Context: an optimization exercise on an open-source flow, tuned for small area and a short achievable clock period. The choices shown serve that exercise and are no tape-out recipe.
In this exercise RTL edits were held to simulation tests only and were not proved equivalent to the original.
Power is estimated from default activity; no workload was simulated.

$ cat design.v
package usb_eps_pkg;
    localparam int unsigned EPS_AW = 8;
    localparam int unsigned EPS_DW = 16;
    typedef enum logic [1:0] {
        H_IDLE = 2'b00,
        H_WAIT = 2'b01,
        H_DONE = 2'b10
    } host_st_e;
    typedef enum logic [1:0] {
        TAG_NONE = 2'b00,
        TAG_ENG  = 2'b01,
        TAG_HOST = 2'b10
    } tag_e;
endpackage
module usb_eps_ram #(
    parameter int unsigned AW = 8,
    parameter int unsigned DW = 16
) (
    input  logic          clk_i,
    input  logic          we_i,
    input  logic          re_i,
    input  logic [AW-1:0] addr_i,
    input  logic [DW-1:0] wdata_i,
    output logic [DW-1:0] rdata_o
);
    logic [DW-1:0] mem [2**AW];
    logic [DW-1:0] rdata_q;
    always_ff @(posedge clk_i) begin
        if (we_i) begin
            mem[addr_i] <= wdata_i;
        end
        if (re_i) begin
            rdata_q <= we_i ? wdata_i : mem[addr_i];
        end
    end
    assign rdata_o = rdata_q;
endmodule
import usb_eps_pkg::*;
module usb_eps_arb #(
    parameter int unsigned AW = usb_eps_pkg::EPS_AW,
    parameter int unsigned DW = usb_eps_pkg::EPS_DW
) (
    input  logic          clk,
    input  logic          rst,
    input  logic          eps_read_0,
    input  logic          eps_write_0,
    input  logic          eps_zero_0,
    input  logic [AW-1:0] eps_addr_0,
    input  logic [DW-1:0] eps_wrdata_0,
    output logic [DW-1:0] eps_rddata_3,
    input  logic          host_req,
    input  logic          host_we,
    input  logic [AW-1:0] host_addr,
    input  logic [DW-1:0] host_wdata,
    output logic [DW-1:0] host_rdata,
    output logic          host_ack,
    output logic          host_busy
);
    logic [1:0]    st_q, st_d;
    logic [1:0]    tag1_q, tag1_d, tag2_q;
    logic          we_q, we_d, re_q, re_d, rd2_q;
    logic [AW-1:0] addr_q, addr_d;
    logic [DW-1:0] wdata_q, wdata_d;
    logic [DW-1:0] ram_rdata;
    logic [DW-1:0] eps_rddata_q, host_rdata_q;
    logic          host_ack_q;
    logic          eng_cmd, grant, init_busy;
    logic [AW-1:0] init_addr;
    logic          init_q;
    logic [AW-1:0] init_cnt_q;
    always_ff @(posedge clk) begin
        if (rst) begin
            init_q     <= 1'b1;
            init_cnt_q <= '0;
        end else if (init_q) begin
            init_cnt_q <= init_cnt_q + 1'b1;
            if (&init_cnt_q) begin
                init_q <= 1'b0;
            end
        end
    end
    assign init_busy = init_q;
    assign init_addr = init_cnt_q;
    assign eng_cmd = eps_read_0 | eps_write_0;
    assign grant   = (st_q == H_IDLE) & host_req & ~eng_cmd & ~init_busy;
    always_comb begin
        addr_d  = eps_addr_0;
        wdata_d = eps_zero_0 ? '0 : eps_wrdata_0;
        we_d    = eps_write_0;
        re_d    = eps_read_0 & ~eps_write_0;
        tag1_d  = eng_cmd ? TAG_ENG : TAG_NONE;
        if (init_busy) begin
            addr_d  = init_addr;
            wdata_d = '0;
            we_d    = 1'b1;
            re_d    = 1'b0;
            tag1_d  = TAG_NONE;
        end else if (grant) begin
            addr_d  = host_addr;
            wdata_d = host_wdata;
            we_d    = host_we;
            re_d    = ~host_we;
            tag1_d  = TAG_HOST;
        end
    end
    always_comb begin
        st_d = st_q;
        unique case (st_q)
            H_IDLE:  if (grant) st_d = H_WAIT;
            H_WAIT:  if (host_ack_q) st_d = H_DONE;
            H_DONE:  st_d = H_IDLE;
            default: st_d = H_IDLE;
        endcase
    end
    always_ff @(posedge clk) begin
        if (rst) begin
            st_q         <= H_IDLE;
            tag1_q       <= TAG_NONE;
            tag2_q       <= TAG_NONE;
            we_q         <= 1'b0;
            re_q         <= 1'b0;
            rd2_q        <= 1'b0;
            host_ack_q   <= 1'b0;
            eps_rddata_q <= '0;
            host_rdata_q <= '0;
        end else begin
            st_q       <= st_d;
            tag1_q     <= tag1_d;
            tag2_q     <= tag1_q;
            we_q       <= we_d;
            re_q       <= re_d;
            rd2_q      <= re_q;
            host_ack_q <= (tag2_q == TAG_HOST);
            if (tag2_q == TAG_ENG && rd2_q) begin
                eps_rddata_q <= ram_rdata;
            end
            if (tag2_q == TAG_HOST && rd2_q) begin
                host_rdata_q <= ram_rdata;
            end
        end
    end
    always_ff @(posedge clk) begin
        addr_q  <= addr_d;
        wdata_q <= wdata_d;
    end
    usb_eps_ram #(
        .AW (AW),
        .DW (DW)
    ) u_ram (
        .clk_i   (clk),
        .we_i    (we_q),
        .re_i    (re_q),
        .addr_i  (addr_q),
        .wdata_i (wdata_q),
        .rdata_o (ram_rdata)
    );
    assign eps_rddata_3 = eps_rddata_q;
    assign host_rdata   = host_rdata_q;
    assign host_ack     = host_ack_q;
    assign host_busy    = (st_q != H_IDLE) | init_busy;
endmodule
$ cat run.sh
#!/bin/bash
# synth_recipe.tcl (not shown) runs the flow's synth.tcl, then flattens the netlist and writes it again
# the make line also repeats each setting of config.mk as NAME=value (left out here)
make -C /OpenROAD-flow-scripts/flow DESIGN_CONFIG=/design/flow/config.mk WORK_HOME=/design/flow/orfs CLKGATE_MAP_FILE= SYNTH_SCRIPT=/design/flow/synth_recipe.tcl finish
$ cat config.mk
export PLATFORM = sky130hd
export DESIGN_NAME = usb_eps_arb
export DESIGN_NICKNAME = usb_eps_arb
export VERILOG_FILES = /design/flow/design.v
export SDC_FILE = /design/flow/constraint.sdc
export NUM_CORES = 4
export LEC_CHECK = 0
export CAP_MARGIN = 20
export CORE_MARGIN = 2
export CORE_UTILIZATION = 45
export SLEW_MARGIN = 20
$ cat constraint.sdc
create_clock -name core_clock -period 4.5 [get_ports {clk}]
set_input_delay 0.9000 -clock core_clock [delete_from_list [all_inputs] [get_ports {clk}]]
set_output_delay 0.9000 -clock core_clock [all_outputs]
set_load 0.01 [all_outputs]
==> tab_implementation.tex <==
\begin{tabular}{lr}
\hline
Metric & Value \\
\hline
\multicolumn{2}{l}{\textbf{Status}} \\
\quad Status & complete, no violations \\
\multicolumn{2}{l}{\textbf{Synthesis}} \\
\quad Basic-gate share of the synthesized area counting and, or, nand and nor cells & 2.18\% \\
\quad Post-synthesis sequential element count & 4187 \\
\quad Proportion of synthesized chip area in sequential cells & 77.4\% \\
\quad Combinational family with the most area after synthesis & multiplexers \\
\quad Post-synth ARST share & 0\% \\
\quad Mapped Area & 161000 um2 \\
\quad Share of synthesized cell area in full adder, half adder and majority cells & 0.00775\% \\
\quad Cell count after synthesis & 7376 \\
\quad Cell variety after synth & 81 \\
\quad Most frequently used flop master after synthesis & edfxtp\_1 \\
\quad Synthesized-area fraction occupied by ao, oa, aoi and oai cells & 2.51\% \\
\quad Count of flip-flops with a built-in enable after synthesis & 4112 \\
\quad Xor and xnor area share after synthesis & 0.0271\% \\
\quad Synth warnings & 2 \\
\quad Total nets after synthesis & 7432 \\
\quad Mean area per synthesized cell & 21.9 um2 \\
\quad Multiplexer area fraction after synthesis & 16.1\% \\
\multicolumn{2}{l}{\textbf{Finish}} \\
\quad Final-layout fill cell count & 27501 \\
\quad Proportion of layout cells with a drive suffix above 1 & 29.5\% \\
\quad Commonest cells after routing, fill and taps aside & edfxtp\_1 (4112), mux4\_2 (984), buf\_4 (547) \\
\quad Non-filler instance count after layout & 13198 \\
\quad Multi-input gate area in the final layout & 34100 um2 \\
\quad Register area & 125000 um2 \\
\quad End-of-flow core utilization & 52.1\% \\
\quad Leading cell type in the layout, fill and taps excluded & edfxtp\_1 \\
\quad Area added between synthesis and finish & 15.1\% \\
\quad Layout Nets & 8140 \\
\multicolumn{2}{l}{\textbf{Setup path}} \\
\quad Largest driver fanout on the critical path & 22 \\
\quad Register-to-Register Setup Slack & 0.05 ns \\
\quad Signal arrival time at the worst endpoint & 5.15 ns \\
\quad Launch point of the worst reg-to-reg path & addr\_q[2] \\
\quad Type of the worst setup path & reg -> reg \\
\quad Startpoint kind of the worst setup timing path & flop \\
\quad Critical Path End Type & flop \\
\quad Endpoint of the lowest-slack register-to-register path & u\_ram.rdata\_q[12] \\
\quad CP startpoint & addr\_q[2] \\
\quad CP Data Required Time & 5.21 ns \\
\quad Number of cells traversed by the worst register-to-register path & 7 \\
\multicolumn{2}{l}{\textbf{Placed design}} \\
\quad DP Wirelength & 288000 um \\
\quad Cell total after placement & 12405 \\
\quad IO buf count & 88 \\
\quad Routability-driven placement congestion ratio & 0.888 \\
\multicolumn{2}{l}{\textbf{Drt}} \\
\quad Wirelength per Cell & 35.3 um \\
\quad Final Routed Wirelength & 465000 um \\
\quad Number of routed nets with antenna violations & 0 \\
\quad Via-per-instance ratio & 6.25 \\
\quad 1st-iter DRT viols & 12509 \\
\quad Vias post-DR & 82423 \\
\quad First-pass detailed-route iteration total & 6 \\
\quad DRC violations left & 0 \\
\multicolumn{2}{l}{\textbf{Timing}} \\
\quad Post-route clock skew & 0.0586 ns \\
\quad Final hold vios & 0 \\
\quad Setup total negative slack & 0 ns \\
\quad Tightest slew margin relative to the limit & 14.3\% \\
\quad Tcrit/Tclk final & 98.8\% \\
\quad Period minus WS final & 4.45 ns \\
\quad Tightest Pin Transition & 1.28 ns \\
\quad Final number of max-transition violations & 0 \\
\quad Endpoints failing setup & 0 \\
\quad Max frequency & 225 MHz \\
\quad Unrepaired setup endpoints after global routing & false \\
\multicolumn{2}{l}{\textbf{Min path}} \\
\quad Type of the most critical hold path & reg -> reg \\
\quad Origin of the worst min-delay path & tag1\_q[0] \\
\quad Count of cells along the worst hold path & 1 \\
\quad Hold endpoint & tag2\_q[0] \\
\multicolumn{2}{l}{\textbf{Floorplanning}} \\
\quad Count of boundary I/O pins & 89 \\
\quad Effective utilization at floorplan & 45.3\% \\
\quad Number of cell rows & 219 \\
\quad Die width & 603 um \\
\quad Area enclosed by the die boundary & 364000 um2 \\
\quad Height of the die & 603 um \\
\quad Total core area & 356000 um2 \\
\multicolumn{2}{l}{\textbf{Clock tree}} \\
\quad Maximum level of the CTS H-tree & 5 \\
\quad Number of buffers on the longest clock path & 4 \\
\quad Clock insertion delay at the later pin of the skew report & 0.99 ns \\
\quad Clock sinks & 4187 \\
\quad Number of buffers added by the clock tree synthesis step & 422 \\
\quad CTS clk-pin slew, worst paths & 0.06 ns \\
\quad TritonCTS clock tree & done \\
\quad Cell at the root of the clock tree & clkbuf\_16 \\
\multicolumn{2}{l}{\textbf{Global route}} \\
\quad Wire length of the first global-routing pass & 646000 um \\
\quad Pin count of the biggest net entering global routing & 141 \\
\quad Total Routing Usage GR & 25.3\% \\
\quad Vias in the first global route & 80629 \\
\quad Final global-route overflow total & 0 \\
\quad Antenna violations before repair & 12 \\
\multicolumn{2}{l}{\textbf{Power and ir drop}} \\
\quad Maximum vdd ir drop & 0.000352 V \\
\quad Static Leakage & 54.3 nW \\
\quad Total power per unit cell area & 437 nW/um2 \\
\quad Power after layout & 0.0812 W \\
\multicolumn{2}{l}{\textbf{Run}} \\
\quad Max-cap check violation count & 0 \\
\hline
\end{tabular}
-- timing repair --
item / CTS / global route
gates resized for setup: 0 / 1
buffers inserted: 0 / 2
hold buffers: 0 / 0
setup endpoints to repair: 0 / 2
-- power by group --
| part | internal (W) | switching (W) | total (W) |
|---|---|---|---|
| combinational | 0.00152 | 0.00203 | 0.00355 |
| sequential | 0.0422 | 0.0000415 | 0.0422 |
| clock | 0.0206 | 0.0149 | 0.0354 |
| total | 0.0643 | 0.0169 | 0.0812 |
-- cells by family after synthesis --
kind of cell,count (synthesis)
multiplexers,1351
adder cells (fa/ha/maj),1
buffers and inverters,449
AO/OA/AOI/OAI,592
XOR/XNOR,5
flip-flops,4187
AND/OR/NAND/NOR,791
-- cell type report --
cell class | count | area share, %
diodes | 5 | 0.00673
clock buffers | 523 | 6.08
clock inverters | 259 | 1.42
inverters | 14 | 0.0350
well taps | 4751 | 3.20
repair buffers | 719 | 3.58
flip-flops and latches | 4187 | 67.3
multi-input cells | 2740 | 18.4
-- metrics by stage --
stage	instance area (um2)	hold WS [ns]	setup WS [ns]
after floorplan	161000	0.414	0.186
after global placement	172000	0.419	0.0912
after detailed placement	172000	0.426	0.0553
after CTS	186000	0.403	0.0346
after global routing	186000	0.437	0.203
final	186000	0.457	0.0525
-- worst max-delay path by stage --
stage / end
CTS: u_ram.rdata_q[1]
finish: u_ram.rdata_q[12]
global placement: u_ram.rdata_q[1]
detailed placement: u_ram.rdata_q[1]
floorplan: u_ram.rdata_q[6]
global route: u_ram.rdata_q[13]
-- per-layer routing --
metal	part of all wire (%)	vias up	global-route usage [%]	wire length (um)
met3	9.7	701	4.34	44900
li1	-	32516	-	-
met4	3.5	0	7.99	16400
met2	47	4587	39.4	218000
met5	0	-	0	0
met1	40	44619	36.7	186000
-- worst max-delay path, stage by stage (launching register included) --
cell,delay (ns)
dfxtp_4,0.79
inv_2,0.22
nor2_4,0.86
a32oi_1,0.43
a31oi_1,0.66
buf_4,0.22
nand4_1,0.42
o32a_1,0.48
-- synthesized netlist by cell type (all sizes together) (11+ instances only) --
library cell | instances | area, um2
nor4 | 22 | 144
a211oi | 23 | 173
o21ai | 46 | 230
nand2 | 245 | 920
nand3 | 62 | 310
a221oi | 11 | 103
mux2i | 333 | 3330
nor2b | 19 | 119
o22a | 13 | 114
edfxtp | 4112 | 123000
o221ai | 22 | 193
nand3b | 21 | 158
mux4 | 986 | 22200
a31oi | 16 | 100
buf | 302 | 2350
dfxtp | 75 | 1500
a32oi | 21 | 184
o22ai | 84 | 526
nor3 | 45 | 225
inv | 11 | 41.3
mux2 | 32 | 368
a21oi | 144 | 721
a22oi | 134 | 1010
and3 | 12 | 75.1
clkbuf | 133 | 499
nor2 | 313 | 1170
o211ai | 13 | 97.6
-- registers in the layout, summed over array words and instances, names as in the netlist --
name           cells
u_ram.mem       4096
re_q               1
host_rdata_q      16
tag2_q             2
init_cnt_q         8
init_q             1
tag1_q             2
wdata_q           16
we_q               1
rd2_q              1
addr_q             8
host_ack_q         1
u_ram.rdata_q     16
eps_rddata_q      16
st_q               2

## separate check: timing with driven ports
The results above use ideal ports. As a check the final layout listed here was re-extracted and re-timed, cells and wires unchanged. Step 1: set_driving_cell puts a clkbuf_16 on clk and a buf_2 on each other input, an assumption about the parent block. Step 2 also shifts input and output timing later by t, the mid clock arrival at the registers, as if the neighbouring blocks saw the same clock. Slacks: ideal ports / drivers / drivers and shift; pairs: ideal ports / drivers.
t (ns): 1.078
setup slack, ns: 0.053 / 0.053 / 0.053
hold WS [ns]: 0.457 / 0.375 / 0.457
clock arrival spread, ns: 0.060 / 0.060
slew at the worst register clock pin (ns): 0.07 / 0.07
After both steps setup and hold are still met in this run. The setup slack of this run moves by 0.000 ns with the drivers and by 0.000 ns with both steps.
